This design comes from an exercise in tuning for small area on the open sky130 flow, not from production work. Only simulation tests tie the RTL to the original design; equivalence was not proved. Power is estimated from default activity; no workload was simulated.

== old ==
## hps_sample_capture_ctrl
module hps_sample_capture_ctrl #(
  parameter int DATA_W = 9,
  parameter int DEPTH  = 256,
  parameter int CNT_W  = 13
) (
  input  logic                     clk,
  input  logic                     reset,
  input  logic [2:0]               avs_address,
  input  logic                     avs_read,
  input  logic                     avs_write,
  input  logic [31:0]              avs_writedata,
  output logic [31:0]              avs_readdata,
  input  logic [DATA_W-1:0]        sample_in,
  input  logic                     sample_valid,
  output logic                     irq
);
clock: 5.0 ns
lec_check: 0
cap_margin: 20
core_margin: 2
core_utilization: 45
cts_buf_list: sky130_fd_sc_hd__clkbuf_8
cts_cluster_diameter: 80
cts_cluster_size: 16
place_density: 0.6
slew_margin: 20
synth_hierarchical: 1
synth_minimum_keep_size: 0
standard.sh (not shown) runs the stock make flow with config.mk's settings and CLKGATE_MAP_FILE= SYNTH_SCRIPT=/design/flow/synth_recipe.tcl, a recipe that flattens the netlist after the stock synthesis.
==> flow/flow/run.sh <==
#!/bin/bash
# Standard synthesis, then every combinational cell is set to its smallest
# drive strength, then the standard layout from floorplan to finish, with
# Yosys's buffers removed at floorplan (the placer's repair buffers the
# nets again), the smallest buffer on the ports and no dummy clock loads in
# CTS.
set -euo pipefail
R=$PWD/orfs/results/$FLOW_PLATFORM/hps_sample_capture_ctrl/base
bash standard.sh "$R/1_2_yosys.v" > synth.log 2>&1
python3 flow/downsize.py "$R/1_2_yosys.v" "$FLOW_HOME/platforms/$FLOW_PLATFORM/lib/sky130_fd_sc_hd__tt_025C_1v80.lib" > downsize.log 2>&1
export REMOVE_ABC_BUFFERS=1
export BUFFER_PORTS_ARGS="-buffer_cell sky130_fd_sc_hd__buf_1"
export CTS_ARGS="-sink_clustering_enable -repair_clock_nets -dont_use_dummy_load -buf_list sky130_fd_sc_hd__clkbuf_8 -sink_clustering_size 18 -sink_clustering_max_diameter 70"
bash standard.sh > layout.log 2>&1
==> flow/flow/downsize.py <==
# Rewrites a Yosys netlist in place: every combinational cell that ABC sized
# above drive strength 1 becomes its _1 (or _0) variant, so the placer's
# repair sizes cells from the smallest up. Flip-flops, buffers, inverters and
# tie cells are left as they are.
import re, sys

LIB = sys.argv[2]
path = sys.argv[1]

cells = set(re.findall(r'\n\s*cell\s*\(\s*"?(sky130_fd_sc_hd__\w+)"?\s*\)', open(LIB).read()))
keep = re.compile(r'__(df|edf|sdf|dl|buf|clk|inv|conb|tap|fill|decap|diode|probe|lpflow)')

text = open(path).read()
count = 0

def swap(m):
    global count
    name, base = m.group(0), m.group(1)
    if keep.search(name):
        return name
    for small in (base + '_1', base + '_0'):
        if small in cells:
            count += 1
            return small
    return name

text = re.sub(r'\b(sky130_fd_sc_hd__\w+?)_(?:2|3|4|6|8|12|16)\b(?=\s+\S+\s*\()', swap, text)
open(path, 'w').write(text)
print('downsized %d cells' % count)
old ran to completion and came out clean on the timing, design-rule and antenna checks.
### old -> new
diff --git a/flow/flow/run.sh b/flow/flow/run.sh
--- a/flow/flow/run.sh
+++ b/flow/flow/run.sh
@@ -12,3 +12,3 @@
 export BUFFER_PORTS_ARGS="-buffer_cell sky130_fd_sc_hd__buf_1"
-export CTS_ARGS="-sink_clustering_enable -repair_clock_nets -dont_use_dummy_load -buf_list sky130_fd_sc_hd__clkbuf_8 -sink_clustering_size 18 -sink_clustering_max_diameter 70"
+export CTS_ARGS="-sink_clustering_enable -repair_clock_nets -dont_use_dummy_load -buf_list sky130_fd_sc_hd__clkbuf_8 -sink_clustering_size 16 -sink_clustering_max_diameter 80"
 bash standard.sh > layout.log 2>&1
- Between new and old, the difference in aggregate routed wire length is negligible.
- Worst setup slack, new and old, higher one = new.
- On number of standard cells in the final layout excluding fillers, new tracks old almost exactly.
- | maximum frequency | higher: new |
- The capturing element of the worst setup path comes out buf_q[80][6]$_DFF_P_ in one run and buf_q[96][8]$_DFF_P_ in the other, namely in old and new respectively.
- Between new and old, the wire length of the first global-routing pass does not differ in any meaningful way.
- Cell count along the critical path: new vs old identical
- | combinational cell fraction of total power | old vs new | ≈ equal |

==> port drivers added, routing unchanged <==
No port has a modelled driver above. Below, the same layouts with a new extraction and two added sets of constraints.
Step 1 assumes that a clkbuf_16 drives the clock port and a buf_2 every other input.
Step 2 adds t to the input delays and takes it off the output delays; t is the mean of the earliest and latest rising clock arrival at the registers after step 1. Input paths then give back, and output paths get back, about the clock's delay inside the block.
Slacks: ideal / step 1 / step 2; pairs: ideal / step 1.
| run | t, ns | setup WS [ns] | worst hold slack (ns) |
|---|---|---|---|
| old | 0.927 | 1.372 / 1.372 / 1.051 | 0.389 / 0.384 / 0.389 |
| new | 0.930 | 1.395 / 1.395 / 1.063 | 0.380 / 0.361 / 0.380 |
After both steps setup and hold are still met in every run listed. The setup slack of new, which loses most, moves by 0.000 ns with the drivers and by -0.332 ns with both steps.
